From an optimization exercise on the open Yosys and OpenROAD flow, aimed at small area, a short achievable clock period and few clock cycles; shortcuts taken in it are not production practice.
Where RTL was checked, it was by simulation tests only, not by an equivalence proof against the original.
No functional check of the RTL was part of run 5.
Power and IR drop assume default switching activity.

## run.sh

```bash
#!/bin/bash
# synth_recipe.tcl (not shown) runs the flow's synth.tcl, then flattens the netlist and writes it again
# the make line also repeats each setting of config.mk as NAME=value (left out here)
make -C /OpenROAD-flow-scripts/flow DESIGN_CONFIG=/design/flow/config.mk WORK_HOME=/design/flow/orfs CLKGATE_MAP_FILE= SYNTH_SCRIPT=/design/flow/synth_recipe.tcl finish
```

## config.mk

```make
export PLATFORM = sky130hd
export DESIGN_NAME = flexka
export DESIGN_NICKNAME = flexka
export VERILOG_FILES = /design/flow/design.v
export SDC_FILE = /design/flow/constraint.sdc
export NUM_CORES = 4
export LEC_CHECK = 0
export CAP_MARGIN = 20
export CORE_MARGIN = 2
export CORE_UTILIZATION = 40
export SLEW_MARGIN = 20
```

## constraint.sdc

```tcl
create_clock -name core_clock -period 8.0 [get_ports {clk}]
set_input_delay 1.6000 -clock core_clock [delete_from_list [all_inputs] [get_ports {clk}]]
set_output_delay 1.6000 -clock core_clock [all_outputs]
set_load 0.01 [all_outputs]
```

## design.v

```verilog
package flexka_pkg;
  typedef logic [16-1:0] word_t;
  typedef logic [$clog2(8):0] in_addr_t;
  typedef logic [$clog2(16)-1:0] out_addr_t;
  typedef logic [31:0] cycle_t;
  typedef enum logic [2:0] {
    NONE    = 3'd0,
    SIZE_A  = 3'd1,
    SIZE_B  = 3'd2,
    DATA_A  = 3'd3,
    DATA_B  = 3'd4,
    OUTADDR = 3'd5,
    START   = 3'd6
  } command_e;
  typedef enum logic [1:0] {
    IDLE, CLEAR, MULTIPLY, FLUSH
  } state_e;
endpackage
`timescale 1ns/100ps
module flexka (
  input  logic        clk,
  input  logic        rstn,
  input  logic        cmd_valid,
  input  logic [2:0]  cmd,
  input  logic [15:0] cmd_data,
  output logic [1:0]  flexka_state,
  output logic [15:0] out_data,
  output logic [31:0] elapsed_cycles
);
  localparam logic [2:0] C_SIZE_A = 3'd1, C_SIZE_B = 3'd2, C_DATA_A = 3'd3,
                         C_DATA_B = 3'd4, C_OUTADDR = 3'd5, C_START = 3'd6;
  localparam int AW = 37;
  function automatic logic [63:0] csa32(input logic [31:0] x, y, z);
    csa32 = {((x & y) | (x & z) | (y & z)) << 1, x ^ y ^ z};
  endfunction
  function automatic logic [2*AW-1:0] csaw(input logic [AW-1:0] x, y, z);
    csaw = {((x & y) | (x & z) | (y & z)) << 1, x ^ y ^ z};
  endfunction
  logic [15:0] mem_a [8];
  logic [15:0] mem_b [8];
  logic [2:0]  ptr_a, ptr_b;
  logic [3:0]  size_a, size_b;
  logic start;
  assign start = cmd_valid && cmd == C_START && !flexka_state[0];
  always_ff @(posedge clk) begin
    if (!rstn) begin
      ptr_a <= '0;
      ptr_b <= '0;
    end else if (cmd_valid) begin
      case (cmd)
        C_SIZE_A: ptr_a <= '0;
        C_SIZE_B: ptr_b <= '0;
        C_DATA_A: ptr_a <= ptr_a + 3'd1;
        C_DATA_B: ptr_b <= ptr_b + 3'd1;
        default: ;
      endcase
    end
  end
  always_ff @(posedge clk) begin
    if (cmd_valid && cmd == C_SIZE_A) size_a <= cmd_data[3:0];
    if (cmd_valid && cmd == C_SIZE_B) size_b <= cmd_data[3:0];
    for (int k = 0; k < 8; k++) begin
      if (cmd_valid && cmd == C_DATA_A && ptr_a == 3'(k)) mem_a[k] <= cmd_data;
      if (cmd_valid && cmd == C_DATA_B && ptr_b == 3'(k)) mem_b[k] <= cmd_data;
    end
  end
  logic        act, a_first;
  logic [2:0]  ci, cj, ci0, cj0;
  logic [15:0] opa, opb;
  logic [2:0]  na1, nb1;
  logic        ce, last;
  logic [2:0]  ni, nj, ni0, nj0;
  assign na1  = size_a[2:0] - 3'd1;
  assign nb1  = size_b[2:0] - 3'd1;
  assign ce   = (ci == na1) || (cj == 3'd0);
  assign last = ce && (ci0 == na1) && (cj0 == nb1);
  always_comb begin
    ni = '0; nj = '0; ni0 = '0; nj0 = '0;
    if (act && !last) begin
      if (!ce) begin
        ni = ci + 3'd1; nj = cj - 3'd1; ni0 = ci0; nj0 = cj0;
      end else if (cj0 != nb1) begin
        ni = ci0; nj = cj0 + 3'd1; ni0 = ci0; nj0 = cj0 + 3'd1;
      end else begin
        ni = ci0 + 3'd1; nj = cj0; ni0 = ci0 + 3'd1; nj0 = cj0;
      end
    end
  end
  always_ff @(posedge clk) begin
    if (!rstn) act <= 1'b0;
    else if (start) act <= 1'b1;
    else if (last) act <= 1'b0;
    a_first <= start;
    ci  <= ni;
    cj  <= nj;
    ci0 <= ni0;
    cj0 <= nj0;
    opa <= mem_a[ni];
    opb <= mem_b[nj];
  end
  logic [31:0] pp [16];
  logic [31:0] l1 [11];
  logic [31:0] l2 [8];
  logic [31:0] l3 [6];
  logic [31:0] l4 [4];
  always_comb begin
    for (int k = 0; k < 16; k++) pp[k] = opb[k] ? (32'(opa) << k) : 32'd0;
    for (int g = 0; g < 5; g++) {l1[2*g+1], l1[2*g]} = csa32(pp[3*g], pp[3*g+1], pp[3*g+2]);
    l1[10] = pp[15];
    for (int g = 0; g < 3; g++) {l2[2*g+1], l2[2*g]} = csa32(l1[3*g], l1[3*g+1], l1[3*g+2]);
    l2[6] = l1[9];
    l2[7] = l1[10];
    for (int g = 0; g < 2; g++) {l3[2*g+1], l3[2*g]} = csa32(l2[3*g], l2[3*g+1], l2[3*g+2]);
    l3[4] = l2[6];
    l3[5] = l2[7];
    for (int g = 0; g < 2; g++) {l4[2*g+1], l4[2*g]} = csa32(l3[3*g], l3[3*g+1], l3[3*g+2]);
  end
  logic [31:0]   br [4];
  logic          b_v, b_first, b_ce, b_last;
  logic [AW-1:0] acc_s, acc_c;
  always_ff @(posedge clk) begin
    if (!rstn) b_v <= 1'b0;
    else b_v <= act;
    b_first <= a_first;
    b_ce    <= ce;
    b_last  <= last;
    for (int k = 0; k < 4; k++) br[k] <= l4[k];
  end
  logic [AW-1:0] x_s, x_c, t1s, t1c, t2s, t2c, t3s, t3c, t4s, t4c;
  always_comb begin
    x_s = b_first ? '0 : acc_s;
    x_c = b_first ? '0 : acc_c;
    {t1c, t1s} = csaw(AW'(br[0]), AW'(br[1]), AW'(br[2]));
    {t2c, t2s} = csaw(AW'(br[3]), x_s, x_c);
    {t3c, t3s} = csaw(t1s, t1c, t2s);
    {t4c, t4s} = csaw(t2c, t3s, t3c);
  end
  logic        c_v, c_last;
  logic [15:0] e_s, e_c;
  always_ff @(posedge clk) begin
    if (!rstn) c_v <= 1'b0;
    else c_v <= b_v && b_ce;
    c_last <= b_last;
    e_s <= t4s[15:0];
    e_c <= t4c[15:0];
    if (b_v) begin
      if (b_ce) begin
        acc_s <= AW'(t4s[AW-1:16]);
        acc_c <= AW'(t4c[AW-1:16]);
      end else begin
        acc_s <= t4s;
        acc_c <= t4c;
      end
    end
  end
  logic [3:0]  wk;
  logic        cout_r;
  logic [15:0] mem_p [15];
  logic [16:0] wsum;
  assign wsum = 17'(e_s) + 17'(e_c) + 17'(cout_r);
  always_ff @(posedge clk) begin
    if (start) begin
      wk     <= '0;
      cout_r <= 1'b0;
    end else if (c_v) begin
      wk     <= wk + 4'd1;
      cout_r <= wsum[16];
    end
    for (int k = 0; k < 15; k++)
      if (c_v && wk == 4'(k)) mem_p[k] <= wsum[15:0];
  end
  logic       busy;
  logic [6:0] cnt;
  always_ff @(posedge clk) begin
    if (!rstn) begin
      busy <= 1'b0;
      cnt  <= '0;
    end else begin
      if (start) busy <= 1'b1;
      else if (c_v && c_last) busy <= 1'b0;
      if (start) cnt <= '0;
      else if (busy) cnt <= cnt + 7'd1;
    end
  end
  logic [3:0]  ra0, ra1;
  logic [15:0] out_q, top;
  assign top = acc_s[15:0] + acc_c[15:0] + 16'(cout_r);
  always_ff @(posedge clk) begin
    if (!rstn) begin
      ra0 <= '0;
      ra1 <= '0;
    end else begin
      if (cmd_valid && cmd == C_OUTADDR) ra0 <= cmd_data[3:0];
      ra1 <= ra0;
    end
    if (ra1 == wk) out_q <= top;
    else if (ra1 < wk) out_q <= mem_p[ra1];
    else out_q <= '0;
  end
  assign flexka_state   = {1'b0, busy};
  assign out_data       = out_q;
  assign elapsed_cycles = {25'b0, cnt};
endmodule
```

==> results.yml, run 1 <==
route:
  vias_per_cell: 5.128
  dr.max_layer_used: "met4"
  dr_wl_met3_um: 5993
  drt_first_pass_iters: 9
  remaining_drc_errors: 0
  routed_wirelength_um: 92930
  detailed_route_via_count: 21893
  drt-wirelength-per-cell_um: 21.77
  first_iter_violations: 2418
  drtAntennaViolNets: 0
  detail_route.wirelength.met1_um: 41110
  met2RoutedLength_um: 42360
power:
  peakVddDrop_v: 0.0001938
  total_power_mw: 12.45
  power.density_nw_per_um2: 292.0
  leakage_nw: 16.33
clock_tree:
  clock-sinks: 788
  post_cts.repair.setup_buffers: 0
  clock-root-buffer: "clkbuf_16"
  post_cts_resized: 0
  maximum_clock_path_buffer_count: 3
  clock_latency_ns: 0.66
  postCtsHoldBufs: 0
  cts.reportedPaths.clkPinSlew_ns: 0.06
  htreeDepth: 3
  tritoncts_clock_tree: "done"
  cts_buffer_count: 82
synthesis:
  synthAdderAreaFrac_pct: 17.93
  ys.warnings.count: 10
  post_synthesis_async_set_or_reset_flop_share_pct: 0
  synth_xor_area_share_pct: 1.438
  yosys.cell_types.count: 75
  synth_cells: 2887
  ys_top_cells_by_area: "edfxtp_1, fa_1, dfxtp_1"
  post_synthesis_compound_gate_area_fraction_pct: 6.627
  synth-edff-count: 576
  yosys_most_used_dff: "edfxtp_1"
  synth_area_per_cell_um2: 13.17
  synth_area_leader_cell: "edfxtp_1"
  muxShareOfSynthArea_pct: 2.468
  largest_family_of_logic_cells_by_synthesized_area: "adder cells"
  synth-seq-cells: 788
  synth_seq_area_share_pct: 56.65
  post-synth-top-area-fraction_pct: 45.49
  mappedNetlistArea_um2: 38020
  synth_simple_gate_area_share_pct: 9.540
placed_design:
  dp.final_hpwl_um: 61810
  placed_cells: 4118
  port-buffer-count: 45
  gp_congestion: 0.8192
global_routing:
  grt_overflow: 0
  grt_first_pass_wirelength_um: 140000
  antenna_violations_before_repair: 1
  track_usage_pct: 19.15
  number_of_global_route_vias_before_repair: 22228
  grt_max_degree: 76
final_layout:
  flow.area_growth_from_synthesis_pct: 12.15
  finish.net_count: 3349
  drive_above_1_share_pct: 8.289
  diodes: 0
  post_layout_nonfiller_instances: 4269
floorplanning:
  core.rowCount: 113
  dieArea_um2: 97540
  start_util_pct: 40.20
  floorplan.die.width_um: 312.3
  coreArea_um2: 94590
  chipHeight_um: 312.3
  floorplan.io_pins: 72
sta:
  grt_setup_unrepaired: "no"
  period_minus_slack_ns: 3.941
  finalHoldViolations: 0
  fin_hold_ws_ns: 0.3276
  final-max-slew-violation-count: 0
  tightest_slew_ns: 1.129
  finalSetupViolCount: 0
  final_period_utilization_pct: 49.27
  timing.max_slew.rel_slack_pct: 24.72
  fmax_achieved_mhz: 253.7
  final.setup.tns_ns: 0
  skew_ns: 0.04604
setup_path:
  required_ns: 8.46
  timing_worst_setup_path_type: "reg2reg"
  worst_setup_path_end_kind: "flip-flop"
  worstPathMaxFanout: 25
  critPathLaunchType: "flip-flop"
  timing.critical_path.arrival_ns: 4.40
run_status:
  outcome: "timing/DRC/antenna clean"
worst_hold_path:
  min-delay-path-class: "reg2reg"
job:
  max_cap_viol_count: 0
metrics by stage:
step | cell area, um2 | util (%) | setup WS [ns]
2_1_floorplan | 38120 | - | 4.958
3_3_place_gp | 39830 | 42.11 | 3.838
3_5_place_dp | 39860 | 42.14 | 3.796
4_1_cts | 42590 | 45.03 | 3.973
5_1_grt | 42640 | 45.08 | 3.739
6_report | 42640 | 45.08 | 4.059
cell usage after synthesis, types with 4 or more instances:
cell         n
nand3_1     42
buf_4       34
a21o_1       6
nand2b_1    42
o21bai_1     7
edfxtp_1   576
xor2_1      28
nand4_1     23
a31oi_1      6
dfxtp_1    212
o31ai_1      4
nor2b_1     79
or3_1        4
buf_2       13
nor2_1      81
ha_1       132
o211ai_1     5
o2bb2ai_1    9
a222oi_1    31
inv_1      360
a22oi_1     71
clkbuf_1    84
and3_1      23
a21oi_1     56
o21a_1       4
nand2_1    273
a221oi_1    26
nor3_1      16
xnor2_1     24
mux2_2      42
fa_1       258
o221ai_1    17
o2111a_1     4
mux2i_1     45
and2_1     122
o21ai_0     47
a22o_1      24
logic make-up (layout without fill, tap and decap cells):
kind of cell,after synthesis,after routing
flops,788,788
simple gates,726,726
buf+inv,498,590
fa+ha+maj,390,390
compound gates,340,340
mux,88,88
xor+xnor,56,56
other cells,1,26
critical path: stages, from the launching register on:
cell      delay, ns
edfxtp_1       0.43
inv_1          0.08
ha_1           0.19
xnor3_1        0.45
a31oi_2        0.60
and3_1         0.24
a41o_1         0.69
nand2b_1       0.65
a21oi_1        0.08
a221oi_1       0.24
a21oi_1        0.11
state kept, by name, summed over array words and instances, names as in the netlist, 4 cells and up:
register and cells:
mem_b 128, mem_p 240, acc_c 37, e_s 16
opa 16, acc_s 37, ra1 4, out_q 16
mem_a 128, br 87, cnt 7, ra0 4
e_c 14, opb 16, wk 4
report_power, final:
part | internal [mW] | leakage (nW) | switching (mW) | total (mW)
clock network | 2.19 | 1.33 | 1.66 | 3.85
logic | 1.18 | 8.04 | 2.01 | 3.19
registers | 5.26 | 6.96 | 0.154 | 5.42
total | 8.63 | 16.3 | 3.83 | 12.5
layout make-up:
cell class	instances	area, um2
tap	1265	1583
clock inverter	52	560.5
sequential	788	21550
inverter	361	1355
multi-input combinational	1626	14720
clock buffer	99	2166
timing repair buffer	78	711.9
fill	8477	51940
placed cells by master (no fill, tap or decap), drive strengths merged, types with 23 or more instances in the layout:
master / instances
a21oi: 56
a221oi: 26
a222oi: 31
a22o: 24
a22oi: 71
and2: 123
and3: 23
buf: 35
clkbuf: 99
clkdlybuf4s50: 43
clkinv: 34
conb: 26
dfxtp: 212
edfxtp: 576
fa: 258
ha: 132
inv: 368
mux2: 43
mux2i: 45
nand2: 273
nand2b: 42
nand3: 43
nand4: 23
nor2: 82
nor2b: 79
o21ai: 49
xnor2: 24
xor2: 28
metal layers:
metal / track usage, % / vias up
met5: 0 / -
met4: 7.135 / 0
met3: 3.318 / 177
met2: 29.60 / 750
met1: 27.14 / 10986
li1: - / 9980
path summary, 6_finish.rpt:
path | from | endpoint | slack (ns) | cells after the start
worst max-delay path | size_a[0] | opa[10] | 4.06 | 10
worst min-delay path | b_last | c_last | 0.33 | 0
worst max register to register | size_a[0] | opa[10] | 4.06 | 10
worst min register to register | b_last | c_last | 0.33 | 0
Testbench counts, summed over its fixed seeds: cycles 14,268.
==> run 2, diff against run 1 <==
--- a/config.mk
+++ b/config.mk
@@ -8,4 +8,6 @@
 export CAP_MARGIN = 20
 export CORE_MARGIN = 2
 export CORE_UTILIZATION = 40
+export CTS_BUF_LIST = sky130_fd_sc_hd__clkbuf_4 sky130_fd_sc_hd__clkbuf_8
+export SETUP_SLACK_MARGIN = 5
 export SLEW_MARGIN = 20
==> run 2 against run 1 <==
  * Core utilization increased by 2.1 points
  * Highest routed layer unchanged
  * Total power increased by 0.91%
  * Maximum frequency increased by 32%
  * Sequential cell count unchanged
==> results.yml, run 2 <==
run_status:
  outcome: "timing/DRC/antenna clean"
synthesis:
  post_synthesis_async_set_or_reset_flop_share_pct: 0
  synth_seq_area_share_pct: 56.65
  synth-seq-cells: 788
  synth_cells: 2887
  yosys_most_used_dff: "edfxtp_1"
  ys.warnings.count: 10
  cell_with_the_most_instances_after_synthesis: "edfxtp_1"
  synth_area_per_cell_um2: 13.17
  synth_area_leader_cell: "edfxtp_1"
  yosys.cell_types.count: 75
  ys_top_cells_by_area: "edfxtp_1, fa_1, dfxtp_1"
  post_synth_most_frequent_cells: "edfxtp_1, inv_1, nand2_1"
  synth-edff-count: 576
  mappedNetlistArea_um2: 38020
  post-synth-top-area-fraction_pct: 45.49
route:
  remaining_drc_errors: 0
  routed_wirelength_um: 96910
  detailed_route_via_count: 22888
  first_iter_violations: 2096
  drt-wirelength-per-cell_um: 21.71
  drt_first_pass_iters: 8
  drtAntennaViolNets: 0
  vias_per_cell: 5.128
final_layout:
  finalInstanceArea_um2: 44660
  top_regs: "mem_p (240), mem_a (128), mem_b (128)"
  final_core_util_pct: 47.21
  finish.net_count: 3502
  mostFrequentLayoutCell: "edfxtp_1"
  flow.area_growth_from_synthesis_pct: 17.45
  drive_above_1_share_pct: 19.29
  largest_register_ff_count: 240
  register_ranked_first_by_flip_flop_count: "mem_p"
  n_fill_cell: 8308
  most-common-layout-cells: "edfxtp_1, inv_1, nand2_1"
placed_design:
  dp.final_hpwl_um: 61810
  gp_congestion: 0.8478
  placed_cell_area_um2: 39860
  port-buffer-count: 45
sta:
  fmax_achieved_mhz: 333.7
  final_period_utilization_pct: 37.46
  final.setup.tns_ns: 0
  finalHoldViolations: 0
  tightest_slew_ns: 1.188
  finalSetupViolCount: 0
  grt_setup_unrepaired: "yes"
  period_minus_slack_ns: 2.997
  skew_ns: 0.03094
  final-max-slew-violation-count: 0
  timing.max_slew.rel_slack_pct: 20.57
worst_hold_path:
  min_path_cells: 0
  min-delay-path-class: "reg2reg"
floorplanning:
  floorplan.io_pins: 72
  coreArea_um2: 94590
  chipHeight_um: 312.3
  start_util_pct: 40.20
  dieArea_um2: 97540
  floorplan.die.width_um: 312.3
  core.rowCount: 113
clock_tree:
  htreeDepth: 4
  maximum_clock_path_buffer_count: 3
  clock-sinks: 788
  cts.reportedPaths.clkPinSlew_ns: 0.06
  tritoncts_clock_tree: "done"
  clock_latency_ns: 0.80
  cts_buffer_count: 135
  clock-root-buffer: "clkbuf_8"
power:
  total_power_mw: 12.57
  power.density_nw_per_um2: 281.4
  peakVddDrop_v: 0.0001952
  leakage_nw: 17.26
global_routing:
  grt_first_pass_wirelength_um: 144500
  antenna_violations_before_repair: 1
  track_usage_pct: 19.68
  grt_overflow: 0
  grt_max_degree: 69
  number_of_global_route_vias_before_repair: 23387
setup_path:
  crit_path_max_incr_delay_ns: 0.93
  worst_setup_path_end_kind: "flip-flop"
  ff2ff_path_depth: 17
  crit_path_cell_trace: "clkdlybuf4s50_1, and2_1, and3_2"
  critPathLaunchType: "input pin"
  timing.critical_path.arrival_ns: 3.42
  worstPathMaxFanout: 16
  timing_worst_setup_path_type: "in2reg"
  required_ns: 8.42
  worst_path_max_delay_cell: "clkdlybuf4s50_1"
job:
  max_cap_viol_count: 0
-- run 2: timing repair --
action                                  CTS  global route
hold buffers                              0             0
endpoints found under the hold margin     0             0
gates cloned                              8             3
buffers inserted                         35            54
endpoints found under the setup margin  411           276
gates resized for setup                 247           126
pin swaps                                30            56
-- run 2: critical path: cells and delay by family --
kind / cells / cell delay (ns)
buffers and inverters: 1 / 0.93
AND/OR/NAND/NOR: 2 / 0.87
-- run 2: final timing paths --
check | slack, ns | to | from
worst min register to register | 0.33 | b_first | a_first
worst max-delay path | 5.00 | mem_a[1][0] | cmd[1]
worst max register to register | 5.01 | opa[12] | size_b[0]
worst min-delay path | 0.33 | b_first | a_first
-- run 2: cell families after synthesis --
kind of cell    after synthesis  synth area share (%)
other cells                   1              0.009863
simple gates                726                 9.540
fa+ha+maj                   390                 17.93
flops                       788                 56.65
mux                          88                 2.468
compound gates              340                 6.627
buf+inv                     498                 5.337
xor+xnor                     56                 1.438
-- run 2: final cells by class --
cell class,instances,area [um2],share of cell area [%]
clock inverters,46,416.7,0.9330
multi-input cells,1631,15420,34.52
clock buffers,194,2395,5.362
repair buffers,173,1799,4.029
diodes,5,12.51,0.02802
inverters,361,1360,3.045
flip-flops and latches,788,21680,48.54
well taps,1265,1583,3.544
-- run 2: power by group --
group	switching (mW)	internal (mW)	total (mW)	leakage (nW)
sequential	0.151	5.25	5.40	6.97
clock	1.71	2.06	3.77	1.49
combinational	2.08	1.31	3.39	8.79
total	3.94	8.62	12.6	17.3
-- run 2: per-stage QoR --
step                cells  setup slack [ns]  hold WS, ns
floorplan            2912             5.003       0.3096
global placement     4115             3.993       0.3110
detailed placement   4117             4.020       0.3145
CTS                  4400             4.894       0.3262
global route         4463             4.942       0.3338
finish               4463             5.003       0.3270
-- run 2: per-layer routing --
layer / share of wire (%) / vias up / track usage [%]
li1: - / 10344 / -
met1: 43 / 11622 / 26.66
met2: 48 / 767 / 31.97
met3: 6.0 / 155 / 3.650
met4: 2.7 / 0 / 6.600
met5: 0 / - / 0
==> run 3, diff against run 2 <==
--- a/config.mk
+++ b/config.mk
@@ -5,6 +5,7 @@
 export SDC_FILE = /design/flow/constraint.sdc
 export NUM_CORES = 4
 export LEC_CHECK = 0
+export ABC_CLOCK_PERIOD_IN_PS = 2800
 export CAP_MARGIN = 20
 export CORE_MARGIN = 2
 export CORE_UTILIZATION = 40
==> run 3 against run 2 <==
  * Cell count unchanged
  * Worst hold slack unchanged
  * Sequential share of layout area is the same
  * Via count is the same
  * Maximum frequency did not move
  * Worst setup slack unchanged
  * Total power is the same
  * Non-clock buffer count unchanged
  * Clock skew unchanged
  * Sequential cell count did not move
  * Core utilization stayed put
  * Synthesized area did not move
  * Critical path type unchanged
  * Largest cell class unchanged
==> results.yml, run 3 <==
run_status:
  outcome: "timing/DRC/antenna clean"
synthesis:
  synth_area_leader_cell: "edfxtp_1"
  yosys_most_used_dff: "edfxtp_1"
  synth-edff-count: 576
  ys.warnings.count: 10
  post_synthesis_async_set_or_reset_flop_share_pct: 0
  synth_cells: 2887
  mappedNetlistArea_um2: 38020
  synth_area_per_cell_um2: 13.17
  yosys.cell_types.count: 75
  post_synth_most_frequent_cells: "edfxtp_1, inv_1, nand2_1"
  post-synth-top-area-fraction_pct: 45.49
  cell_with_the_most_instances_after_synthesis: "edfxtp_1"
  ys_top_cells_by_area: "edfxtp_1, fa_1, dfxtp_1"
  synth_seq_area_share_pct: 56.65
  synth-seq-cells: 788
setup_path:
  worst-path-buf-inv: 1
  crit_path_max_incr_delay_ns: 0.93
  worst_path_top_cell_family_by_delay: "buffers and inverters"
  regToRegEndpoint: "opa[12]"
  worst_r2r_startpoint: "size_b[0]"
  ff2ff_path_depth: 17
  timing_worst_setup_path_type: "in2reg"
  worst_path_max_delay_cell: "clkdlybuf4s50_1"
  critPathLaunchType: "input pin"
  timing.critical_path.arrival_ns: 3.42
  crit_path_cell_trace: "clkdlybuf4s50_1, and2_1, and3_2"
  worst_setup_path_end_kind: "flip-flop"
  worstPathMaxFanout: 16
  r2r_setup_slk_ns: 5.01
  required_ns: 8.42
clock_tree:
  maximum_clock_path_buffer_count: 3
  clock-sinks: 788
  clock_latency_ns: 0.80
  tritoncts_clock_tree: "done"
  htreeDepth: 4
  cts.reportedPaths.clkPinSlew_ns: 0.06
  clock-root-buffer: "clkbuf_8"
  postCtsHoldBufs: 0
  cts_buffer_count: 135
sta:
  final_period_utilization_pct: 37.46
  final.setup.tns_ns: 0
  final-max-slew-violation-count: 0
  skew_ns: 0.03094
  finalSetupViolCount: 0
  fmax_achieved_mhz: 333.7
  timing.max_slew.rel_slack_pct: 20.57
  period_minus_slack_ns: 2.997
  tightest_slew_ns: 1.188
  grt_setup_unrepaired: "yes"
  finalHoldViolations: 0
route:
  drt_first_pass_iters: 8
  detailed_route_via_count: 22888
  routed_wirelength_um: 96910
  drtAntennaViolNets: 0
  first_iter_violations: 2096
  vias_per_cell: 5.128
  remaining_drc_errors: 0
  drt-wirelength-per-cell_um: 21.71
final_layout:
  seqCellArea_um2: 21680
  drive_above_1_share_pct: 19.29
  flow.area_growth_from_synthesis_pct: 17.45
  register_ranked_first_by_flip_flop_count: "mem_p"
  finish.net_count: 3502
  mostFrequentLayoutCell: "edfxtp_1"
  top_regs: "mem_p (240), mem_a (128), mem_b (128)"
  post_layout_nonfiller_instances: 4463
  multi_input_area_um2: 15420
  most-common-layout-cells: "edfxtp_1, inv_1, nand2_1"
  final_core_util_pct: 47.21
  largest_register_ff_count: 240
  n_fill_cell: 8308
  finalInstanceArea_um2: 44660
floorplanning:
  floorplan.io_pins: 72
  start_util_pct: 40.20
  dieArea_um2: 97540
  coreArea_um2: 94590
  floorplan.die.width_um: 312.3
  chipHeight_um: 312.3
  core.rowCount: 113
power:
  total_power_mw: 12.57
  peakVddDrop_v: 0.0001952
  power.density_nw_per_um2: 281.4
  leakage_nw: 17.26
job:
  max_cap_viol_count: 0
global_routing:
  grt_overflow: 0
  grt_first_pass_wirelength_um: 144500
  track_usage_pct: 19.68
  number_of_global_route_vias_before_repair: 23387
  antenna_violations_before_repair: 1
  grt_max_degree: 69
worst_hold_path:
  holdCritStartpoint: "a_first"
  hold_end: "b_first"
  min_path_cells: 0
  min-delay-path-class: "reg2reg"
placed_design:
  gp_congestion: 0.8478
  dp.final_hpwl_um: 61810
  port-buffer-count: 45
  placed_cell_area_um2: 39860
  placed_cells: 4117
-- run 3: cell families (layout without fill, tap and decap cells) --
group | Yosys count | count (layout) | synth area share [%]
DFF | 788 | 788 | 56.65
and+or+nand+nor | 726 | 729 | 9.540
buffers and inverters | 498 | 774 | 5.337
adders and majority gates | 390 | 390 | 17.93
AOI/OAI and AO/OA | 340 | 342 | 6.627
muxes | 88 | 88 | 2.468
xor gates and xnor gates | 56 | 56 | 1.438
other | 1 | 31 | 0.009863
-- run 3: report_power, final --
part	switching (mW)	internal, mW
clock	1.71	2.06
sequential	0.151	5.25
combinational	2.08	1.31
-- run 3: layout make-up --
class	count	area share (%)
inverters	361	3.045
flip-flops and latches	788	48.54
multi-input cells	1631	34.52
diodes	5	0.02802
well taps	1265	3.544
repair buffers	173	4.029
clock buffers	194	5.362
clock inverters	46	0.9330
-- run 3: per-layer routing --
layer | GRT usage, % | vias up | share of wire [%]
li1 | - | 10344 | -
met1 | 26.66 | 11622 | 43
met2 | 31.97 | 767 | 48
met3 | 3.650 | 155 | 6.0
met4 | 6.600 | 0 | 2.7
met5 | 0 | - | 0
-- run 3: stage by stage --
| step | hold slack (ns) | worst slack [ns] |
|---|---|---|
| after CTS | 0.3262 | 4.894 |
| after global routing | 0.3338 | 4.942 |
| after detailed placement | 0.3145 | 4.020 |
| after floorplan | 0.3096 | 5.003 |
| after global placement | 0.3110 | 3.993 |
| final | 0.3270 | 5.003 |
-- run 3: repair_timing --
action | CTS | global route
resized for setup | 247 | 126
setup buffers | 35 | 54
cloned | 8 | 3
setup endpoints to repair | 411 | 276
pin swaps | 30 | 56
-- run 3: worst max-delay path by stage --
stage	cells past startpoint	slack [ns]	to	startpoint
after floorplan	9	5.00	br[0][21]	opa[8]
after global placement	10	3.99	opa[8]	size_a[0]
after detailed placement	5	4.02	mem_b[7][0]	cmd_valid
after CTS	1	4.89	flexka_state[0]	busy
after global routing	17	4.94	opa[12]	size_b[0]
final	3	5.00	mem_a[1][0]	cmd[1]
==> run 4, diff against run 3 <==
--- a/config.mk
+++ b/config.mk
@@ -9,6 +9,5 @@
 export CAP_MARGIN = 20
 export CORE_MARGIN = 2
 export CORE_UTILIZATION = 40
-export CTS_BUF_LIST = sky130_fd_sc_hd__clkbuf_4 sky130_fd_sc_hd__clkbuf_8
 export SETUP_SLACK_MARGIN = 5
 export SLEW_MARGIN = 20
==> run 4 against run 3 <==
  * Still clean
  * Clock power is 3% higher
  * Maximum frequency up 0.32%
  * Via count fell by 0.89%
  * Routed wire length increased by 0.52%
  * Total power increased by 0.93%
  * Critical path depth is 1 higher
  * Clock-buffer cell count fell by 67
  * Combinational power about the same
  * Sequential cell count did not move
  * Worst hold slack barely moved
  * Register-to-register slack better by 0.04 ns
  * Critical path type unchanged
  * Critical endpoint is now mem_a[6][12]
  * Largest cell class unchanged
  * Highest routed layer unchanged
==> results.yml, run 4 <==
final_layout:
  post_layout_nonfiller_instances: 4381
  flow.area_growth_from_synthesis_pct: 17.26
  top_regs: "mem_p (240), mem_a (128), mem_b (128)"
  mostFrequentLayoutCell: "edfxtp_1"
  most-common-layout-cells: "edfxtp_1, inv_1, nand2_1"
  drive_above_1_share_pct: 14.92
  seqCellArea_um2: 21660
  register_ranked_first_by_flip_flop_count: "mem_p"
  multi_input_area_um2: 15340
  finish.net_count: 3457
  n_fill_cell: 8269
  diodes: 0
  largest_register_ff_count: 240
global_routing:
  number_of_global_route_vias_before_repair: 22956
  antenna_violations_before_repair: 0
  grt_first_pass_wirelength_um: 143500
  grt_overflow: 0
  track_usage_pct: 19.49
  grt_max_degree: 69
synthesis:
  post_synth_most_frequent_cells: "edfxtp_1, inv_1, nand2_1"
  mappedNetlistArea_um2: 38020
  cell_with_the_most_instances_after_synthesis: "edfxtp_1"
  synth-seq-cells: 788
  yosys.cell_types.count: 75
  synth_area_leader_cell: "edfxtp_1"
  synth_cells: 2887
  post-synth-top-area-fraction_pct: 45.49
  post_synthesis_async_set_or_reset_flop_share_pct: 0
  synth_seq_area_share_pct: 56.65
  ys.warnings.count: 10
  ys_top_cells_by_area: "edfxtp_1, fa_1, dfxtp_1"
  yosys_most_used_dff: "edfxtp_1"
  synth-edff-count: 576
  synth_area_per_cell_um2: 13.17
clock_tree:
  clock_latency_ns: 0.68
  clock-sinks: 788
  clock-root-buffer: "clkbuf_16"
  cts_buffer_count: 84
  maximum_clock_path_buffer_count: 3
  tritoncts_clock_tree: "done"
  htreeDepth: 3
  postCtsHoldBufs: 0
  cts.reportedPaths.clkPinSlew_ns: 0.06
power:
  power.density_nw_per_um2: 284.5
  power.switching_mw: 3.896
  comb_power_share_pct: 26.8
  peakVddDrop_v: 0.0002496
  leakage_nw: 17.17
  clkPwrFrac_pct: 30.7
  p_int_mw: 8.788
  seq_power_share_pct: 42.6
  power_switching_share_pct: 30.72
route:
  drt-wirelength-per-cell_um: 22.24
  routed_wirelength_um: 97420
  remaining_drc_errors: 0
  drt_first_pass_iters: 7
  first_iter_violations: 2023
  vias_per_cell: 5.178
  detailed_route_via_count: 22685
  drtAntennaViolNets: 0
sta:
  finalSetupViolCount: 0
  finalHoldViolations: 0
  post-route-worst-setup-slack_ns: 5.012
  fmax_achieved_mhz: 334.7
  final-max-slew-violation-count: 0
  grt_setup_unrepaired: "yes"
  skew_ns: 0.06058
  final_period_utilization_pct: 37.34
  tightest_slew_ns: 1.127
  timing.max_slew.rel_slack_pct: 24.63
  period_minus_slack_ns: 2.988
  final.setup.tns_ns: 0
floorplanning:
  dieArea_um2: 97540
  coreArea_um2: 94590
  chipHeight_um: 312.3
  core.rowCount: 113
  floorplan.die.width_um: 312.3
  start_util_pct: 40.20
  floorplan.io_pins: 72
placed_design:
  dp.final_hpwl_um: 61810
  preCtsSetupSlack_ns: 4.020
  gp_congestion: 0.8478
  placed_cells: 4117
  port-buffer-count: 45
setup_path:
  worstPathMaxFanout: 16
  crit_path_cell_trace: "clkdlybuf4s50_1, nor2_4, and2_1, and3_2"
  worst_setup_path_end_kind: "flip-flop"
  worst_r2r_startpoint: "opb[13]"
  timing.critical_path.arrival_ns: 3.30
  crit_path_max_incr_delay_ns: 0.56
  critical_path.startpoint: "cmd[2]"
  worst_path_top_cell_family_by_delay: "simple AND/OR/NAND/NOR gates"
  worst-path-buf-inv: 1
  worst_path_max_delay_cell: "clkdlybuf4s50_1"
  critPathLaunchType: "input pin"
  required_ns: 8.31
  timing_worst_setup_path_type: "in2reg"
worst_hold_path:
  holdCritStartpoint: "a_first"
  min-delay-path-class: "reg2reg"
job:
  max_cap_viol_count: 0
run_status:
  outcome: "timing/DRC/antenna clean"
## run 4: cells by family (layout without fill, tap and decap cells)
kind of cell	Yosys count	in the layout	synth area share [%]
other	1	26	0.009863
and+or+nand+nor	726	730	9.540
buffers and inverters	498	697	5.337
adders and majority gates	390	390	17.93
muxes	88	88	2.468
xor gates and xnor gates	56	56	1.438
DFF	788	788	56.65
AOI/OAI and AO/OA	340	341	6.627
## run 4: power groups by stage
| stage | combinational, mW | clock (mW) | sequential [mW] |
|---|---|---|---|
| finish | 3.40 | 3.89 | 5.40 |
| global route | 3.80 | 4.11 | 5.43 |
| CTS | 3.31 | 3.94 | 5.42 |
| detailed placement | 3.18 | 0 | 5.52 |
| global placement | 3.15 | 0 | 5.51 |
| floorplan | 1.95 | 0 | 5.46 |
## run 4: area by class of cell
| cell class | count | area share [%] |
|---|---|---|
| repair buffers | 179 | 4.187 |
| inverters | 361 | 3.051 |
| clock inverters | 30 | 0.8419 |
| flip-flops and latches | 788 | 48.59 |
| well taps | 1265 | 3.550 |
| multi-input cells | 1631 | 34.41 |
| clock buffers | 127 | 5.374 |
## run 4: per-layer routing
layer / vias up / track usage, % / part of all wire [%]
met5: - / 0 / 0
met4: 0 / 5.452 / 3.3
met3: 158 / 3.517 / 6.4
met2: 767 / 31.80 / 48
met1: 11544 / 26.77 / 43
li1: 10216 / - / -
## run 4: stage by stage
step / util (%) / power (mW) / hold WS (ns) / instance area [um2]
5_1_grt: 47.14 / 13.34 / 0.3380 / 44580
4_1_cts: 46.11 / 12.67 / 0.3274 / 43610
2_1_floorplan: - / 7.406 / 0.3096 / 38140
6_report: 47.14 / 12.68 / 0.3273 / 44580
3_3_place_gp: 42.10 / 8.658 / 0.3110 / 39820
3_5_place_dp: 42.14 / 8.695 / 0.3145 / 39860
## run 4: path summary, 6_finish.rpt
path | to | slack (ns) | depth (start not counted)
setup / recovery | mem_a[6][12] | 5.01 | 4
hold / removal | b_first | 0.33 | 0
setup reg to reg | br[0][15] | 5.05 | 9
hold reg to reg | b_first | 0.33 | 0
## run 4: what timing repair did
action / CTS / global route
hold endpoints to repair: 0 / 0
pin swaps: 18 / 52
buffers inserted: 36 / 59
gates cloned: 6 / 4
setup endpoints to repair: 507 / 329
resized for setup: 177 / 88
## run 4: worst reg2reg max path, cell delays in order, from the launching register on
cell and delay [ns]:
dfxtp_1 0.35, buf_12 0.16, nand2_1 0.11, fa_1 0.53
inv_1 0.07, fa_1 0.53, inv_1 0.05, fa_1 0.50
inv_1 0.06, fa_1 0.47
==> run 5, diff against run 4 <==
--- a/design.v
+++ b/design.v
@@ -135,14 +135,12 @@
     {t3c, t3s} = csaw(t1s, t1c, t2s);
     {t4c, t4s} = csaw(t2c, t3s, t3c);
   end
-  logic        c_v, c_last;
-  logic [15:0] e_s, e_c;
+  logic [3:0]  wk;
+  logic        cout_r;
+  logic [15:0] mem_p [15];
+  logic [16:0] wsum;
+  assign wsum = 17'(t4s[15:0]) + 17'(t4c[15:0]) + 17'(cout_r);
   always_ff @(posedge clk) begin
-    if (!rstn) c_v <= 1'b0;
-    else c_v <= b_v && b_ce;
-    c_last <= b_last;
-    e_s <= t4s[15:0];
-    e_c <= t4c[15:0];
     if (b_v) begin
       if (b_ce) begin
         acc_s <= AW'(t4s[AW-1:16]);
@@ -152,22 +150,15 @@
         acc_c <= t4c;
       end
     end
-  end
-  logic [3:0]  wk;
-  logic        cout_r;
-  logic [15:0] mem_p [15];
-  logic [16:0] wsum;
-  assign wsum = 17'(e_s) + 17'(e_c) + 17'(cout_r);
-  always_ff @(posedge clk) begin
     if (start) begin
       wk     <= '0;
       cout_r <= 1'b0;
-    end else if (c_v) begin
+    end else if (b_v && b_ce) begin
       wk     <= wk + 4'd1;
       cout_r <= wsum[16];
     end
     for (int k = 0; k < 15; k++)
-      if (c_v && wk == 4'(k)) mem_p[k] <= wsum[15:0];
+      if (b_v && b_ce && wk == 4'(k)) mem_p[k] <= wsum[15:0];
   end
   logic       busy;
   logic [6:0] cnt;
@@ -177,7 +168,7 @@
       cnt  <= '0;
     end else begin
       if (start) busy <= 1'b1;
-      else if (c_v && c_last) busy <= 1'b0;
+      else if (b_v && b_last) busy <= 1'b0;
       if (start) cnt <= '0;
       else if (busy) cnt <= cnt + 7'd1;
     end
==> run 5 against run 4 <==
  * Still clean on timing, DRC and antenna
  * Clock skew shrank 0.023 ns
  * Global-route usage grew 0.58 points
  * Combinational power is 120% higher
  * Worst hold slack better by 0.011 ns
  * Register-to-register slack worse by 1.0 ns
  * Via count increased by 1.7%
  * Sequential share of layout area is 2.2 points lower
  * First-iteration DRC count decreased by 1.3%
  * Routed wire length increased by 2.3%
  * Non-clock buffer count up 36
  * Highest routed layer unchanged
==> results.yml, run 5 <==
floorplanning:
  floorplan.die.width_um: 310.6
  chipHeight_um: 310.6
  dieArea_um2: 96490
  coreArea_um2: 93190
  start_util_pct: 40.36
  core.rowCount: 112
  floorplan.io_pins: 72
sta:
  grt_setup_unrepaired: "yes"
  fmax_achieved_mhz: 250.6
  finalSetupViolCount: 0
  fin_hold_ws_ns: 0.3382
  final.setup.tns_ns: 0
  finalHoldViolations: 0
  skew_ns: 0.03744
  final-max-slew-violation-count: 0
  tightest_slew_ns: 1.187
  timing.max_slew.rel_slack_pct: 20.58
  final_period_utilization_pct: 49.88
  period_minus_slack_ns: 3.991
global_routing:
  grt_first_pass_wirelength_um: 148000
  antenna_violations_before_repair: 1
  grt_overflow: 0
  grt_max_degree: 56
  number_of_global_route_vias_before_repair: 24021
  track_usage_pct: 20.06
synthesis:
  synth_simple_gate_area_share_pct: 10.10
  synthAdderAreaFrac_pct: 18.09
  synth_area_per_cell_um2: 13.20
  post_synthesis_async_set_or_reset_flop_share_pct: 0
  post_synthesis_compound_gate_area_fraction_pct: 6.977
  cell_with_the_most_instances_after_synthesis: "edfxtp_1"
  muxShareOfSynthArea_pct: 2.133
  synth_xor_area_share_pct: 1.597
  yosys_most_used_dff: "edfxtp_1"
  ys.warnings.count: 10
  largest_family_of_logic_cells_by_synthesized_area: "adder cells"
  synth-edff-count: 576
  synth_area_leader_cell: "edfxtp_1"
  synth_seq_area_share_pct: 55.57
  synth_cells: 2849
  mappedNetlistArea_um2: 37610
  post-synth-top-area-fraction_pct: 45.99
  post_synth_most_frequent_cells: "edfxtp_1, inv_1, fa_1"
  ys_top_cells_by_area: "edfxtp_1, fa_1, dfxtp_1"
  synth-seq-cells: 756
  yosys.cell_types.count: 85
worst_hold_path:
  min-delay-path-class: "reg2reg"
  min_path_cells: 0
  holdCritStartpoint: "a_first"
  hold_end: "b_first"
setup_path:
  critPathLaunchType: "flip-flop"
  regToRegEndpoint: "mem_p[5][13]"
  worstPathMaxFanout: 10
  worst_setup_path_end_kind: "flip-flop"
  r2r_setup_slk_ns: 4.01
  timing.critical_path.arrival_ns: 4.37
  required_ns: 8.38
  timing_worst_setup_path_type: "reg2reg"
  ff2ff_path_depth: 18
  worst_r2r_startpoint: "b_first"
clock_tree:
  cts_buffer_count: 82
  cts.reportedPaths.clkPinSlew_ns: 0.06
  clock_latency_ns: 0.66
  htreeDepth: 3
  tritoncts_clock_tree: "done"
  clock-sinks: 756
  postCtsHoldBufs: 0
  clock-root-buffer: "clkbuf_16"
  maximum_clock_path_buffer_count: 3
route:
  routed_wirelength_um: 99650
  remaining_drc_errors: 0
  first_iter_violations: 1997
  drtAntennaViolNets: 0
  detailed_route_via_count: 23065
  vias_per_cell: 5.273
  drt_first_pass_iters: 6
  drt-wirelength-per-cell_um: 22.78
final_layout:
  seqCellArea_um2: 21010
  mostFrequentLayoutCell: "edfxtp_1"
  top_regs: "mem_p (240), mem_a (128), mem_b (128)"
  multi_input_area_um2: 16340
  post_layout_nonfiller_instances: 4374
  register_ranked_first_by_flip_flop_count: "mem_p"
  diodes: 0
  largest_register_ff_count: 240
  flow.area_growth_from_synthesis_pct: 20.54
  drive_above_1_share_pct: 18.62
  n_fill_cell: 7972
  most-common-layout-cells: "edfxtp_1, inv_1, fa_1"
  finish.net_count: 3464
job:
  max_cap_viol_count: 0
placed_design:
  gp_congestion: 0.8303
  placed_cells: 4072
  port-buffer-count: 45
  dp.final_hpwl_um: 61920
power:
  comb_power_share_pct: 43.8
  seq_power_share_pct: 34.6
  p_int_mw: 11.42
  clkPwrFrac_pct: 21.6
  leakage_nw: 17.19
  power.density_nw_per_um2: 383.0
  power.switching_mw: 5.940
  power_switching_share_pct: 34.22
  peakVddDrop_v: 0.0006739
run_status:
  outcome: "timing/DRC/antenna clean"
==> run 5: changes by cell type after synthesis, moves of 10 or more <==
cell / before / now
nand2_1: 273 / 171
inv_1: 360 / 374
a21oi_1: 56 / 41
and2_1: 122 / 200
xnor2_1: 24 / 35
dfxtp_1: 212 / 180
mux2_2: 42 / 18
nor2_1: 81 / 101
a22oi_1: 71 / 81
==> run 5: area by class of cell <==
| class | instances | share of cell area [%] |
|---|---|---|
| timing repair buffer | 215 | 5.114 |
| tap | 1254 | 3.461 |
| inverter | 376 | 3.130 |
| sequential | 756 | 46.35 |
| clock inverter | 31 | 0.8087 |
| multi-input combinational | 1622 | 36.04 |
| clock buffer | 120 | 5.090 |
==> run 5: per-stage QoR <==
step / total power, mW / worst slack [ns] / utilization (%) / cell area (um2)
2_1_floorplan: 9.437 / 4.254 / - / 38080
3_3_place_gp: 11.04 / 3.467 / 42.63 / 39730
3_5_place_dp: 11.28 / 3.355 / 42.63 / 39730
4_1_cts: 16.86 / 4.056 / 47.38 / 44160
5_1_grt: 18.19 / 3.879 / 48.65 / 45330
6_report: 17.36 / 4.009 / 48.65 / 45330
==> run 5: worst max-delay path by stage <==
stage              endpoint    start  slack (ns)  cells after the start
5_1_grt        mem_p[0][13]  b_first        3.88                     18
6_report       mem_p[5][13]  b_first        4.01                     18
3_5_place_dp   mem_p[3][15]  b_first        3.35                     16
2_1_floorplan  mem_p[0][15]  b_first        4.25                     15
4_1_cts        mem_p[7][15]  b_first        4.06                     15
3_3_place_gp   mem_p[3][15]  b_first        3.47                     16
==> run 5: worst max-delay path: stages, from the launching register on <==
cell and delay [ns]:
dfxtp_4 0.39, buf_12 0.15, nor2b_1 0.05, ha_1 0.29
ha_1 0.28, inv_1 0.04, fa_1 0.52, inv_2 0.06
ha_4 0.23, and3b_1 0.19, o21ai_1 0.13, nand2b_1 0.13
a211oi_4 0.32, o31ai_4 0.15, buf_4 0.17, a21o_1 0.21
a21oi_4 0.16, buf_6 0.14, xnor2_4 0.10
==> run 5: what timing repair did <==
action,in CTS,in global routing
setup endpoints to repair,553,445
pin swaps,68,99
gates resized for setup,213,140
gates cloned,10,11
buffers inserted,75,55
==> run 5: power groups by stage <==
stage / registers (mW) / logic (mW) / clock network, mW
after floorplan: 6.06 / 3.38 / 0
after global placement: 6.11 / 4.92 / 0
after detailed placement: 6.13 / 5.15 / 0
after CTS: 6.01 / 7.04 / 3.81
after global routing: 6.03 / 8.20 / 3.96
final: 6.01 / 7.60 / 3.75
==> run 5: layer usage <==
metal	part of all wire [%]	vias up	wire (um)	GRT usage [%]
li1	-	10200	-	-
met1	42	11776	41720	27.18
met2	49	890	48430	33.34
met3	6.7	199	6650	2.946
met4	2.8	0	2836	6.300
met5	0	-	0	0
==> run 5: kinds of logic (layout without fill, tap and decap cells) <==
kind of cell    count (synthesis)  count (layout)
fa+ha+maj                     389             389
buf+inv                       508             742
compound gates                344             345
simple gates                  714             723
xor+xnor                       62              64
mux                            75              75
flops                         756             756
other cells                     1              26
==> run 6, diff against run 5 <==
--- a/design.v
+++ b/design.v
@@ -39,7 +39,7 @@
   logic [15:0] mem_a [8];
   logic [15:0] mem_b [8];
   logic [2:0]  ptr_a, ptr_b;
-  logic [3:0]  size_a, size_b;
+  logic [2:0]  na1, nb1;   
   logic start;
   assign start = cmd_valid && cmd == C_START && !flexka_state[0];
   always_ff @(posedge clk) begin
@@ -57,8 +57,8 @@
     end
   end
   always_ff @(posedge clk) begin
-    if (cmd_valid && cmd == C_SIZE_A) size_a <= cmd_data[3:0];
-    if (cmd_valid && cmd == C_SIZE_B) size_b <= cmd_data[3:0];
+    if (cmd_valid && cmd == C_SIZE_A) na1 <= cmd_data[2:0] - 3'd1;
+    if (cmd_valid && cmd == C_SIZE_B) nb1 <= cmd_data[2:0] - 3'd1;
     for (int k = 0; k < 8; k++) begin
       if (cmd_valid && cmd == C_DATA_A && ptr_a == 3'(k)) mem_a[k] <= cmd_data;
       if (cmd_valid && cmd == C_DATA_B && ptr_b == 3'(k)) mem_b[k] <= cmd_data;
@@ -67,11 +67,8 @@
   logic        act, a_first;
   logic [2:0]  ci, cj, ci0, cj0;
   logic [15:0] opa, opb;
-  logic [2:0]  na1, nb1;
   logic        ce, last;
   logic [2:0]  ni, nj, ni0, nj0;
-  assign na1  = size_a[2:0] - 3'd1;
-  assign nb1  = size_b[2:0] - 3'd1;
   assign ce   = (ci == na1) || (cj == 3'd0);
   assign last = ce && (ci0 == na1) && (cj0 == nb1);
   always_comb begin
@@ -135,12 +132,14 @@
     {t3c, t3s} = csaw(t1s, t1c, t2s);
     {t4c, t4s} = csaw(t2c, t3s, t3c);
   end
-  logic [3:0]  wk;
-  logic        cout_r;
-  logic [15:0] mem_p [15];
-  logic [16:0] wsum;
-  assign wsum = 17'(t4s[15:0]) + 17'(t4c[15:0]) + 17'(cout_r);
-  always_ff @(posedge clk) begin
+  logic        c_v, c_last;
+  logic [15:0] e_s, e_c;
+  always_ff @(posedge clk) begin
+    if (!rstn) c_v <= 1'b0;
+    else c_v <= b_v && b_ce;
+    c_last <= b_last;
+    e_s <= t4s[15:0];
+    e_c <= t4c[15:0];
     if (b_v) begin
       if (b_ce) begin
         acc_s <= AW'(t4s[AW-1:16]);
@@ -150,15 +149,22 @@
         acc_c <= t4c;
       end
     end
+  end
+  logic [3:0]  wk;
+  logic        cout_r;
+  logic [15:0] mem_p [15];
+  logic [16:0] wsum;
+  assign wsum = 17'(e_s) + 17'(e_c) + 17'(cout_r);
+  always_ff @(posedge clk) begin
     if (start) begin
       wk     <= '0;
       cout_r <= 1'b0;
-    end else if (b_v && b_ce) begin
+    end else if (c_v) begin
       wk     <= wk + 4'd1;
       cout_r <= wsum[16];
     end
     for (int k = 0; k < 15; k++)
-      if (b_v && b_ce && wk == 4'(k)) mem_p[k] <= wsum[15:0];
+      if (c_v && wk == 4'(k)) mem_p[k] <= wsum[15:0];
   end
   logic       busy;
   logic [6:0] cnt;
@@ -168,7 +174,7 @@
       cnt  <= '0;
     end else begin
       if (start) busy <= 1'b1;
-      else if (b_v && b_last) busy <= 1'b0;
+      else if (c_v && c_last) busy <= 1'b0;
       if (start) cnt <= '0;
       else if (busy) cnt <= cnt + 7'd1;
     end
--- a/config.mk
+++ b/config.mk
@@ -5,9 +5,10 @@
 export SDC_FILE = /design/flow/constraint.sdc
 export NUM_CORES = 4
 export LEC_CHECK = 0
-export ABC_CLOCK_PERIOD_IN_PS = 2800
 export CAP_MARGIN = 20
 export CORE_MARGIN = 2
 export CORE_UTILIZATION = 40
+export CTS_CLUSTER_DIAMETER = 90
+export CTS_CLUSTER_SIZE = 24
 export SETUP_SLACK_MARGIN = 5
 export SLEW_MARGIN = 20
==> run 6 against run 5 <==
  * Combinational power down 53%
  * Die area about the same
  * Register-to-register slack better by 0.99 ns
  * Critical path type unchanged
  * Core utilization down 3.5 points
  * Synthesized area about the same
  * Sequential cell count up 32
  * Design area down 7.2%
  * Via count down 4.6%
  * First-iteration DRC count up 5.2%
  * Sequential share of layout area up 5.2 points
  * Clock skew down 0.0089 ns
  * Clock power down 35%
==> results.yml, run 6 <==
route:
  drt_first_pass_iters: 7
  drtAntennaViolNets: 0
  first_iter_violations: 2100
  drt-wirelength-per-cell_um: 22.03
  remaining_drc_errors: 0
  vias_per_cell: 5.269
  detailed_route_via_count: 22005
  routed_wirelength_um: 92010
floorplanning:
  start_util_pct: 40.32
  coreArea_um2: 93190
  core.rowCount: 112
  floorplan.io_pins: 72
  dieArea_um2: 96410
  chipHeight_um: 310.5
  floorplan.die.width_um: 310.5
power:
  peakVddDrop_v: 0.0001708
  power.density_nw_per_um2: 272.4
  leakage_nw: 15.85
placed_design:
  placed_cell_area_um2: 39340
  dp.final_hpwl_um: 62130
  port-buffer-count: 45
  gp_congestion: 0.8728
  placed_cells: 4033
  preCtsSetupSlack_ns: 3.840
clock_tree:
  postCtsHoldBufs: 0
  tritoncts_clock_tree: "done"
  cts_buffer_count: 43
  maximum_clock_path_buffer_count: 3
  clock-root-buffer: "clkbuf_16"
  clock-sinks: 788
  clock_latency_ns: 0.62
  cts.reportedPaths.clkPinSlew_ns: 0.09
  htreeDepth: 2
sta:
  final-max-slew-violation-count: 0
  tightest_slew_ns: 1.123
  fmax_achieved_mhz: 333.1
  finalHoldViolations: 0
  final.setup.tns_ns: 0
  skew_ns: 0.02850
  post-route-worst-setup-slack_ns: 4.998
  period_minus_slack_ns: 3.002
  final_period_utilization_pct: 37.53
  timing.max_slew.rel_slack_pct: 25.16
  finalSetupViolCount: 0
  fin_hold_ws_ns: 0.3307
  grt_setup_unrepaired: "yes"
synthesis:
  synth_cells: 2821
  yosys.cell_types.count: 68
  cell_with_the_most_instances_after_synthesis: "edfxtp_1"
  synth_area_per_cell_um2: 13.32
  post_synthesis_async_set_or_reset_flop_share_pct: 0
  ys_top_cells_by_area: "edfxtp_1, fa_1, dfxtp_1"
  synth_area_leader_cell: "edfxtp_1"
  synth-edff-count: 576
  yosys_most_used_dff: "edfxtp_1"
  post-synth-top-area-fraction_pct: 46.03
  post_synth_most_frequent_cells: "edfxtp_1, inv_1, fa_1"
  synth-seq-cells: 788
  mappedNetlistArea_um2: 37580
  ys.warnings.count: 10
  synth_seq_area_share_pct: 57.33
global_routing:
  track_usage_pct: 18.96
  grt_overflow: 0
  number_of_global_route_vias_before_repair: 22507
  grt_first_pass_wirelength_um: 137500
  antenna_violations_before_repair: 2
  grt_max_degree: 80
setup_path:
  crit_path_max_incr_delay_ns: 0.59
  r2r_setup_slk_ns: 5.00
  timing.critical_path.arrival_ns: 3.48
  critPathLaunchType: "flip-flop"
  required_ns: 8.48
  worst_path_top_cell_family_by_delay: "adder cells"
  worst_path_max_delay_cell: "fa_1"
  worst_r2r_startpoint: "opa[7]"
  worst_setup_path_end_kind: "flip-flop"
  timing_worst_setup_path_type: "reg2reg"
  crit_path_cell_trace: "buf_4, nand2_1, fa_1, fa_1, fa_1, inv_1, fa_1"
  critical_path.most_common_cell: "fa_1"
  worst-path-buf-inv: 2
  worstPathMaxFanout: 8
  critical_path.startpoint: "opa[7]"
job:
  max_cap_viol_count: 0
final_layout:
  flow.area_growth_from_synthesis_pct: 11.93
  register_ranked_first_by_flip_flop_count: "mem_p"
  drive_above_1_share_pct: 11.23
  n_fill_cell: 8234
  finish.net_count: 3298
  top_regs: "mem_p (240), mem_a (128), mem_b (128)"
  most-common-layout-cells: "edfxtp_1, inv_1, nand2_1, fa_1, dfxtp_1"
  largest_register_ff_count: 240
  mostFrequentLayoutCell: "edfxtp_1"
  diodes: 0
  finalInstanceArea_um2: 42060
  post_layout_nonfiller_instances: 4176
run_status:
  outcome: "timing/DRC/antenna clean"
worst_hold_path:
  min-delay-path-class: "reg2reg"
  holdCritStartpoint: "a_first"
## run 6: cell count changes in the layout (fill, tap and decap cells not counted), moves of 17 or more
| cell | delta |
|---|---|
| buf_6 | -28 |
| mux2i_1 | -38 |
| and2_1 | -79 |
| inv_2 | -17 |
| buf_4 | -46 |
| clkbuf_16 | -43 |
| nand2_1 | +89 |
| a221oi_1 | +34 |
| a22o_1 | -17 |
| dfxtp_1 | +32 |
| nor2_1 | -31 |
## run 6: path summary, 6_finish.rpt
kind,endpoint,cells past startpoint
worst min-delay path,b_first,0
worst min register to register,b_first,0
worst max-delay path,br[0][15],7
worst max register to register,br[0][15],7
## run 6: what timing repair did
action,in CTS,in global routing
endpoints found under the setup margin,432,316
pin swaps,11,23
resized for setup,136,58
gates cloned,1,2
endpoints found under the hold margin,0,0
setup buffers,19,39
## run 6: area by class of cell
cell class              count  area (um2)  share of cell area, %
clock inverters            15       183.9                 0.4373
well taps                1254        1569                  3.731
inverters                 356        1336                  3.177
repair buffers            125        1297                  3.085
multi-input cells        1573       14820                  35.24
clock buffers              65        1180                  2.805
flip-flops and latches    788       21670                  51.52
## run 6: cell families (layout without fill, tap and decap cells)
group / Yosys count / in the layout / share of synthesized area [%]
DFF: 788 / 788 / 57.33
and+or+nand+nor: 691 / 691 / 9.330
buffers and inverters: 486 / 561 / 5.234
adders and majority gates: 389 / 389 / 18.11
AOI/OAI and AO/OA: 364 / 365 / 7.286
xor gates and xnor gates: 52 / 52 / 1.232
muxes: 50 / 50 / 1.475
other: 1 / 26 / 0.009980
## run 6: metrics by stage
stage               power [mW]  utilization (%)
floorplan                7.565                -
global placement         8.777            42.21
detailed placement       8.891            42.22
CTS                      11.45            44.33
global route             12.09            45.13
finish                   11.46            45.13
## run 6: report_power, final
group | total [mW] | internal [mW] | switching [mW]
registers | 5.45 | 5.28 | 0.174
clock network | 2.45 | 1.07 | 1.37
logic | 3.56 | 1.39 | 2.17
## run 6: per-layer routing
metal	part of all wire [%]	global-route usage [%]	wire length, um	vias up
met2	48	31.59	44380	766
met4	3.0	5.696	2785	0
met3	6.0	2.254	5506	144
met5	0	0	0	-
met1	43	26.10	39340	11250
li1	-	-	-	9845
Testbench counts of run 6, summed over its fixed seeds: cycles 14,268.
==> run 7, diff against run 6 <==
--- a/config.mk
+++ b/config.mk
@@ -8,7 +8,7 @@
 export CAP_MARGIN = 20
 export CORE_MARGIN = 2
 export CORE_UTILIZATION = 40
-export CTS_CLUSTER_DIAMETER = 90
-export CTS_CLUSTER_SIZE = 24
+export CTS_CLUSTER_DIAMETER = 60
+export CTS_CLUSTER_SIZE = 20
 export SETUP_SLACK_MARGIN = 5
 export SLEW_MARGIN = 20
==> run 7 against run 6 <==
  * Still clean on timing, DRC and antenna
  * Largest cell class unchanged
  * Worst hold slack lost 0.0017 ns
  * Synthesized area stayed put
  * Register-to-register slack better by 0.02 ns
  * Core utilization grew 0.81 points
  * Synthesized cell count unchanged
==> results.yml, run 7 <==
final_layout:
  most-common-layout-cells: "edfxtp_1, inv_1, nand2_1, fa_1, dfxtp_1"
  register_ranked_first_by_flip_flop_count: "mem_p"
  finish.net_count: 3311
  diodes: 0
  mostFrequentLayoutCell: "edfxtp_1"
  final_core_util_pct: 45.94
  top_regs: "mem_p (240), mem_a (128), mem_b (128)"
  seqCellArea_um2: 21660
  drive_above_1_share_pct: 12.22
  n_fill_cell: 8152
  multi_input_area_um2: 14770
  largest_register_ff_count: 240
  flow.area_growth_from_synthesis_pct: 13.94
sta:
  final-max-slew-violation-count: 0
  fmax_achieved_mhz: 331.3
  period_minus_slack_ns: 3.019
  final_period_utilization_pct: 37.73
  timing.max_slew.rel_slack_pct: 22.80
  finalHoldViolations: 0
  final.setup.tns_ns: 0
  finalSetupViolCount: 0
  post-route-worst-setup-slack_ns: 4.981
  skew_ns: 0.03886
  grt_setup_unrepaired: "yes"
  tightest_slew_ns: 1.158
setup_path:
  worst_setup_path_end_kind: "flip-flop"
  worstPathMaxFanout: 16
  r2r_setup_slk_ns: 5.02
  ff2ff_path_depth: 8
  required_ns: 8.28
  critPathLaunchType: "input pin"
  timing_worst_setup_path_type: "in2reg"
  regToRegEndpoint: "br[1][19]"
  worst_r2r_startpoint: "opb[13]"
  timing.critical_path.arrival_ns: 3.30
synthesis:
  synthAdderAreaFrac_pct: 18.11
  ys_top_cells_by_area: "edfxtp_1, fa_1, dfxtp_1"
  cell_with_the_most_instances_after_synthesis: "edfxtp_1"
  post_synthesis_compound_gate_area_fraction_pct: 7.286
  synth-seq-cells: 788
  synth_xor_area_share_pct: 1.232
  synth_simple_gate_area_share_pct: 9.330
  post-synth-top-area-fraction_pct: 46.03
  largest_family_of_logic_cells_by_synthesized_area: "adder cells"
  synth-edff-count: 576
  post_synthesis_async_set_or_reset_flop_share_pct: 0
  synth_seq_area_share_pct: 57.33
  mappedNetlistArea_um2: 37580
  yosys_most_used_dff: "edfxtp_1"
  muxShareOfSynthArea_pct: 1.475
  synth_cells: 2821
  ys.warnings.count: 10
  yosys.cell_types.count: 68
  post_synth_most_frequent_cells: "edfxtp_1, inv_1, fa_1"
  synth_area_leader_cell: "edfxtp_1"
  synth_area_per_cell_um2: 13.32
floorplanning:
  start_util_pct: 40.32
  chipHeight_um: 310.5
  coreArea_um2: 93190
  core.rowCount: 112
  floorplan.io_pins: 72
  floorplan.die.width_um: 310.5
  dieArea_um2: 96410
clock_tree:
  htreeDepth: 3
  cts.reportedPaths.clkPinSlew_ns: 0.07
  clock_latency_ns: 0.63
  cts_buffer_count: 68
  tritoncts_clock_tree: "done"
  clock-sinks: 788
  clock-root-buffer: "clkbuf_16"
  maximum_clock_path_buffer_count: 3
worst_hold_path:
  hold_end: "b_first"
  holdCritStartpoint: "a_first"
  min-delay-path-class: "reg2reg"
  min_path_cells: 0
global_routing:
  grt_max_degree: 80
  number_of_global_route_vias_before_repair: 22910
  track_usage_pct: 19.21
  antenna_violations_before_repair: 4
  grt_first_pass_wirelength_um: 138900
  grt_overflow: 0
route:
  first_iter_violations: 2020
  drt_first_pass_iters: 8
  drt-wirelength-per-cell_um: 21.94
  remaining_drc_errors: 0
  drtAntennaViolNets: 0
  routed_wirelength_um: 92320
  detailed_route_via_count: 22237
  vias_per_cell: 5.284
placed_design:
  dp.final_hpwl_um: 62130
  preCtsSetupSlack_ns: 3.840
  port-buffer-count: 45
  gp_congestion: 0.8728
power:
  leakage_nw: 16.24
  power.density_nw_per_um2: 290.1
  peakVddDrop_v: 0.0001784
  total_power_mw: 12.42
job:
  max_cap_viol_count: 0
run_status:
  outcome: "timing/DRC/antenna clean"
## run 7: cell counts after synthesis
Identical to the previous run, type by type.
## run 7: critical path: stages
cell and delay, ns:
clkdlybuf4s50_1 0.49, nor2b_2 0.27, nand2_1 0.15, nor2_4 0.28
and3_2 0.48
## run 7: how the worst max path moves through the flow
| stage | from | to | slack, ns |
|---|---|---|---|
| after floorplan | opa[8] | br[0][21] | 5.00 |
| final | cmd_valid | mem_b[2][5] | 4.98 |
| after CTS | cmd[0] | mem_a[0][12] | 4.94 |
| after global routing | cmd_valid | mem_b[6][7] | 4.89 |
| after global placement | cmd_valid | mem_b[5][4] | 3.84 |
| after detailed placement | cmd_valid | mem_b[6][5] | 3.84 |
## run 7: where the power goes
part	internal (mW)	leakage, nW	switching [mW]	total [mW]
logic	1.38	8.16	2.16	3.54
registers	5.28	6.97	0.173	5.45
clock network	1.84	1.12	1.58	3.43
total	8.50	16.2	3.92	12.4
## run 7: metrics by stage
stage	instances	hold WS, ns	instance area, um2
2_1_floorplan	2846	0.3096	37700
3_3_place_gp	4033	0.3201	39330
3_5_place_dp	4033	0.3167	39340
4_1_cts	4177	0.3305	42250
5_1_grt	4208	0.3491	42810
6_report	4208	0.3290	42810
## run 7: area by class of cell
class                      instances  share of cell area, %
timing repair buffer             113                  2.724
inverter                         356                  3.127
multi-input combinational       1573                  34.51
clock buffer                      87                  4.360
tap                             1254                  3.665
sequential                       788                  50.60
clock inverter                    37                  1.023
## run 7: cell families after synthesis
| logic type | Yosys count |
|---|---|
| compound gates | 364 |
| xor+xnor | 52 |
| fa+ha+maj | 389 |
| buf+inv | 486 |
| flops | 788 |
| mux | 50 |
| other cells | 1 |
| simple gates | 691 |
## run 7: metal layers
layer / vias up / GRT usage, % / routed length, um
li1: 9911 / - / -
met1: 11317 / 26.12 / 39510
met2: 832 / 31.60 / 44400
met3: 177 / 2.793 / 5307
met4: 0 / 6.628 / 3103
met5: - / 0 / 0
## run 7: timing repair
| action | 4_1_cts | 5_1_grt |
|---|---|---|
| setup endpoints to repair | 435 | 326 |
| pin swaps | 10 | 14 |
| buffers inserted | 19 | 28 |
| gates cloned | 1 | 2 |
| hold endpoints to repair | 0 | 0 |
| hold buffers | 0 | 0 |
| gates resized for setup | 134 | 45 |

## afterwards: timing with drivers on the ports
Ports are ideal in the flow. The routed layouts listed here were re-timed in OpenROAD.
Step 1 assumes that a clkbuf_16 drives the clock port and a buf_2 every other input.
Step 2 times the ports against the registers' clock, not the clock port: input delays grow and output delays shrink by t, the midpoint of the rising clock arrivals with the driver on.
Slacks: ideal / step 1 / step 2; pairs: ideal / step 1.
run	t (ns)	setup slack, ns	latest minus earliest clock arrival (ns)
run 1	0.707	4.059 / 4.059 / 3.787	0.055 / 0.055
run 2	0.847	5.003 / 5.013 / 4.199	0.038 / 0.037
run 3	0.847	5.003 / 5.013 / 4.199	0.038 / 0.037
run 4	0.718	5.012 / 5.031 / 4.332	0.060 / 0.060
run 5	0.703	4.009 / 4.009 / 4.009	0.040 / 0.040
run 6	0.668	4.998 / 4.998 / 4.466	0.030 / 0.030
run 7	0.673	4.981 / 5.015 / 4.341	0.039 / 0.039
After both steps every run listed still meets setup and hold.
